Background: an optimization exercise with open tools, aiming at small area, a short achievable clock period and few clock cycles. Do not read the settings as production practice.
Function was not checked in any run shown here: the RTL went through the layout flow alone.
Power is estimated from default activity; no workload was simulated.

## flow/design.v (module list and top-level ports; edited modules follow where they fit)
// module mac_fa: 4 lines
// module mac_ha: 4 lines
// module approx_mac_top: 1420 lines
module approx_mac_top (
    input  wire                         clk,
    input  wire                         arst_n,
    input  wire [33:0]                  cmd,     
    input  wire                         cmd_valid,
    output logic                        cmd_ready,
    output logic [151:0]                result,  
    output logic                        result_valid,
    input  wire                         result_ready
);
  // ...
==> flow/run.sh <==
#!/bin/bash
# synth_recipe.tcl (not shown) runs the flow's synth.tcl, then flattens the netlist and writes it again
# the make line also repeats each setting of config.mk as NAME=value (left out here)
make -C /OpenROAD-flow-scripts/flow DESIGN_CONFIG=/design/flow/config.mk WORK_HOME=/design/flow/orfs CLKGATE_MAP_FILE= SYNTH_SCRIPT=/design/flow/synth_recipe.tcl finish
==> flow/config.mk <==
export PLATFORM = sky130hd
export DESIGN_NAME = approx_mac_top
export DESIGN_NICKNAME = approx_mac_top
export VERILOG_FILES = /design/flow/design.v
export SDC_FILE = /design/flow/constraint.sdc
export NUM_CORES = 4
export LEC_CHECK = 0
export CAP_MARGIN = 20
export CORE_MARGIN = 2
export CORE_UTILIZATION = 40
export SETUP_SLACK_MARGIN = 5
export SLEW_MARGIN = 20
export SYNTH_HIERARCHICAL = 1
==> flow/constraint.sdc <==
create_clock -name core_clock -period 9.0 [get_ports {clk}]
set_input_delay 1.8000 -clock core_clock [delete_from_list [all_inputs] [get_ports {clk}]]
set_output_delay 1.8000 -clock core_clock [all_outputs]
set_load 0.01 [all_outputs]
==> summary.txt, run 1 <==
Setup TNS Final=0 ns; cts repair resizes=66; register area=6429 sq um; final-layout fill cell count=4,804; register area share after synthesis=0.2959; M2 GR Usage=0.3680; Setup crit end=pr_q[30]; Reg with most FFs=pr_q; Die ar.=56,090 sq um; CTS H-tree lvls=2; first-pass GRT wire length=101,100 microns; met3 Use GR=0.04278; inverter count=around 110; critical path startpoint category=flop; I/O Pins=192; post-route insts no fill=around 3.1k; final hold violations=0; post-synth top area share=0.1856; Final HPWL DP=45,840 microns; Most used DFF post-synth=dfrtp_1; Setup Buffers After CTS=35; status=no timing/DRC/antenna violations; ClkCell Share=0.04419; RSZ-0062 raised after global routing=yes; clock slew at reported path FFs=0.06 ns; leakage=roughly 0.012 uW; top-count cell post-synth=nand2_1
==> run 2: changes to the inputs <==
--- a/flow/design.v
+++ b/flow/design.v
@@ -1431,30 +1431,36 @@
     logic [22:0]            sum_lo;   
     logic [26:0]            sum_hi1;  
     logic [21:0]            cmp;      
     assign neg     = d[20];
     assign d_inv   = d[19:0] ^ {20{neg}};
     assign abs_err = d_inv + {19'b0, neg};
     assign sum_lo  = {1'b0, err_sum[20:0], 1'b1} + {2'b0, d_inv, neg};
     assign sum_hi1 = err_sum[47:21] + 1'b1;
+    logic [20:0] acc_lo;
+    logic [19:0] acc_hi0;
+    logic [19:0] acc_hi1;
+    assign acc_lo  = {1'b0, acc_s[19:0]} + {1'b0, acc_c[19:0]};
+    assign acc_hi0 = acc_s[39:20] + acc_c[39:20];
+    assign acc_hi1 = acc_s[39:20] + acc_c[39:20] + 20'd1;
     assign cmp     = {1'b0, d_inv, 1'b1} + {1'b0, ~max_q, neg};
     always_ff @(posedge clk or negedge arst_n) begin
         if (!arst_n) begin
             acc        <= '0;
             err_sum    <= '0;
             max_q      <= '0;
             approx_cnt <= '0;
         end else if (b_clr) begin
             acc        <= '0;
             err_sum    <= '0;
             max_q      <= '0;
             approx_cnt <= '0;
         end else begin
-            if (b_apx || b_exa) acc <= acc_s + acc_c;  
+            if (b_apx || b_exa) acc <= {acc_lo[20] ? acc_hi1 : acc_hi0, acc_lo[19:0]};  
             if (b_apx) begin
                 err_sum    <= {sum_lo[22] ? sum_hi1 : err_sum[47:21], sum_lo[21:1]};
                 approx_cnt <= approx_cnt + 1'b1;
                 if (cmp[21]) max_q <= abs_err;
             end
         end
     end
     assign result_s.acc        = acc;
==> run 2 against run 1 <==
Clock skew up 0.0073 ns; clock power up 8%; first-iteration DRC count down 29%; total power up 11%; wire length down 11%; largest power group unchanged.
==> summary.txt, run 2 <==
status=no timing/DRC/antenna violations; Hold WC Path Type=flop to flop; CTS Buf Count=35; Final period util=0.4677; final hold violations=0 (unchanged); Final HPWL DP=40,850 microns (-11%); M2 GR Usage=0.3499 (-0.01813); r2r worst-path depth=18; relative slew slack=0.4438; Top Registers=pr_q (61), err_sum (48), acc (40); clock slew at reported path FFs=0.06 ns (about the same); Max Freq=about 240 MHz; largest family of logic cells by synthesized area=adder cells; Setup TNS Final=0 ns (unchanged); Compound-Gate Fraction of Synth Area=0.1256; nets=2,773; Ys Warns=7; Cells after DPL=2,921; Hold Slack=0.5134 ns; top-count cell post-synth=fa_1; Mean Syn Cell Area=between 10 and 15 sq um; hold path endpoint=max_q[5]; worst-skew pair later-pin latency=0.57 ns; Setup Slack @ Placement=4.047 ns; via count of the first global-routing pass=17.05k; share of layout cells above drive strength 1=0.1613; die width=236.1 microns; detailed-route vias per instance=5.417; core footprint=around 53,000 sq um; Synth top cells by count=202 x fa_1, 171 x nand2_1, 169 x xnor2_1; die height=236.1 microns; Antenna Nets Post-Route=0; first-pass GRT wire length=92,090 microns (-9.0%); leakage=0.01185 uW (+2.4%); Residual DRC=0; CTS Buffer Depth=3; port bufs=179; met3 Use GR=0.02855 (-0.01423); root buffer cell=clkbuf_16; Num Clock Sinks=267; Synth Area in XOR/XNOR=0.09631; Routed WL=roughly 60,000 microns; Total Power=12,260 uW; fraction of registers with async set/reset=0.5468; Hold Crit Start=max_q[5]; Reg with most FFs=pr_q; post-route insts no fill=3,102 (-0.29%); crit end category=flop; final-layout fill cell count=4,737 (-1.4%); DR WL/cell=19.21 microns; critical path startpoint category=flop; R2R setup slack=4.79 ns; std cell rows=85; CTS H-tree lvls=2 (unchanged); Most used DFF post-synth=dfrtp_1; Peak VDD IR=approximately 0.19 mV; PwrDens=between 400 and 500 nW/um^2; r2r endpoint=err_sum[18]; Slew Viols, Final=0; FF-to-FF Start=er_q[0]; post-synth top area share=0.1876 (+0.002060); register area share after synthesis=0.2977 (+0.001804); fin crit period=4.210 ns; most frequent cells in the layout=178 x clkdlybuf4s50_1, 173 x fa_1, 162 x nor2_1; fraction of the mapped netlist area in adder cells=0.2776; Post-synth EDFFs=34; initial DRC count=988; CP max FO=7; worst-margin pin slew=between 0.8 and 0.9 ns; Post-Synth Simple-Gate Area=0.1462; CTS tree=built; GRT Total Usage=0.2065; synth top area cells=fa_1 19%, dfrtp_1 17%, ha_1 9.0%, dfxtp_1 8.1%, xnor2_1 6.9%; Final setup viols=0; Final Wtd Congestion=0.8980; via count=16.81k; Worst Path Required=9.46 ns; synthesized instance count=approximately 2.2k; Syn Std Cell Area=between 20,000 and 25,000 sq um; CP arrival=4.67 ns; flops & latches, synth=between 200 and 300; Synth cell types=90; RSZ-0062 raised after global routing=yes; top cell type by total area after synthesis=fa_1; Starting Density=0.4029; Max Cap Viol=0; depth of the worst hold-timing path=2; Worst Skew=0.02210 ns; layer with the highest usage=met2; max reg flops=just over 60; Crit Path Class=flop to flop; largest net degree at the start of global routing=70; most common cell after layout, fill and taps aside=clkdlybuf4s50_1; Area Overhead vs Synth=27.52%; grt ovf=0; Global Route met1 Usage=0.2716; Die ar.=55,760 sq um (-0.60%); initial antenna violation count=1; Pre-antenna DRT Iters=5; post-synthesis mux area share=0.009579; worst setup margin=around 4.8 ns; I/O Pins=192 (unchanged)
## run 2: changes by cell type after synthesis, moves of 12 or more
cell and change:
o21ai_0 +23, clkbuf_1 -12, a22o_1 +30, a211oi_1 -12, xnor2_1 +28, xor2_1 +12
a21oi_1 -45, mux2i_1 -17, nor2_1 +24, nand2_1 -57, nand2b_1 +17
## run 2: cell type report
class / count / area [sq um] / area share
clock buffers: 43 / 957.2 / 0.03483
diodes: 1 / 2.502 / 0.00009105
clock inverters: 21 / 332.8 / 0.01211
well taps: 696 / 870.8 / 0.03169
repair buffers: 314 / 3074 / 0.1119
flip-flops and latches: 267 / 6429 / 0.2339
multi-input cells: 1656 / 15430 / 0.5613
inverters: 104 / 390.4 / 0.01420
## run 2: cells by family after synthesis
logic type	count (synthesis)
fa+ha+maj	357
other cells	1
mux	20
xor+xnor	237
flops	267
simple gates	642
compound gates	384
buf+inv	242
## run 2: worst max-delay path by stage
stage,endpoint,from
6_report,err_sum[18],er_q[0]
4_1_cts,err_sum[44],er_q[0]
5_1_grt,err_sum[12],er_q[0]
2_1_floorplan,max_q[10],er_q[0]
3_5_place_dp,max_q[16],er_q[0]
3_3_place_gp,max_q[15],er_q[0]
## run 2: per-module statistics from Yosys (local to each module, per instance)
module,copies in the design,flip-flops and latches,cell area [sq um]
approx_mac_top,1,267,17290
mac_fa,198,0,20.02
mac_ha,24,0,12.51
## run 2: timing repair
item | 4_1_cts | 5_1_grt
setup buffers | 48 | 61
endpoints found under the setup margin | 102 | 95
hold buffers | 0 | 0
gates resized for setup | 93 | 148
pin swaps | 35 | 93
cloned | 4 | 3
## run 2: metal layers
layer / vias to the layer above / share of wire
li1: 7806 / -
met1: 8411 / 0.43
met2: 474 / 0.49
met3: 114 / 0.052
met4: 0 / 0.030
met5: - / 0
## run 2: power by group
| group | internal, uW | switching (uW) |
|---|---|---|
| sequential | 1630 | 396 |
| clock | 970 | 587 |
| combinational | 4120 | 4550 |
| total | 6720 | 5540 |
## run 2: critical path, cell delays in order, from the launching register on
cell and delay (ns):
dfxtp_4 0.35, ha_4 0.22, a21o_1 0.18, a21o_1 0.20, a2111oi_4 0.32, buf_4 0.18
nor2_4 0.04, buf_12 0.15, buf_6 0.16, xnor2_4 0.25, ha_4 0.26, a21o_1 0.15
a21oi_1 0.15, nor2b_1 0.08, or4_4 0.43, a211oi_4 0.28, nor3_2 0.09, or3_1 0.34
a32o_1 0.25
## run 2: through the flow
step	utilization	cell area, sq um
3_3_place_gp	0.4478	23960
6_report	0.5138	27480
2_1_floorplan	-	21850
3_5_place_dp	0.4478	23960
4_1_cts	0.4906	26240
5_1_grt	0.5137	27480

==> separate check: timing with driven ports <==
The flow's constraints put no driver on any port. The routed layouts listed below were extracted and timed again, unchanged, in two steps.
Step 1 sets driving cells, clkbuf_16 on the clock port and buf_2 on the other inputs (assumed; they add their load-dependent delay and slew).
Step 2 adds t to the input delays and takes it off the output delays; t is the mean of the earliest and latest rising clock arrival at the registers after step 1. Input paths then give back, and output paths get back, about the clock's delay inside the block.
a / b / c = ideal / step 1 / step 2; a / b = the first two.
run	t, ns	setup slack, ns	worst hold slack (ns)	worst slew at a driven data input, ns
run 1	0.608	4.943 / 4.943 / 4.943	0.513 / 0.513 / 0.513	0.04
run 2	0.613	4.790 / 4.790 / 4.790	0.513 / 0.513 / 0.513	0.04
After both steps setup and hold are still met in every run listed.
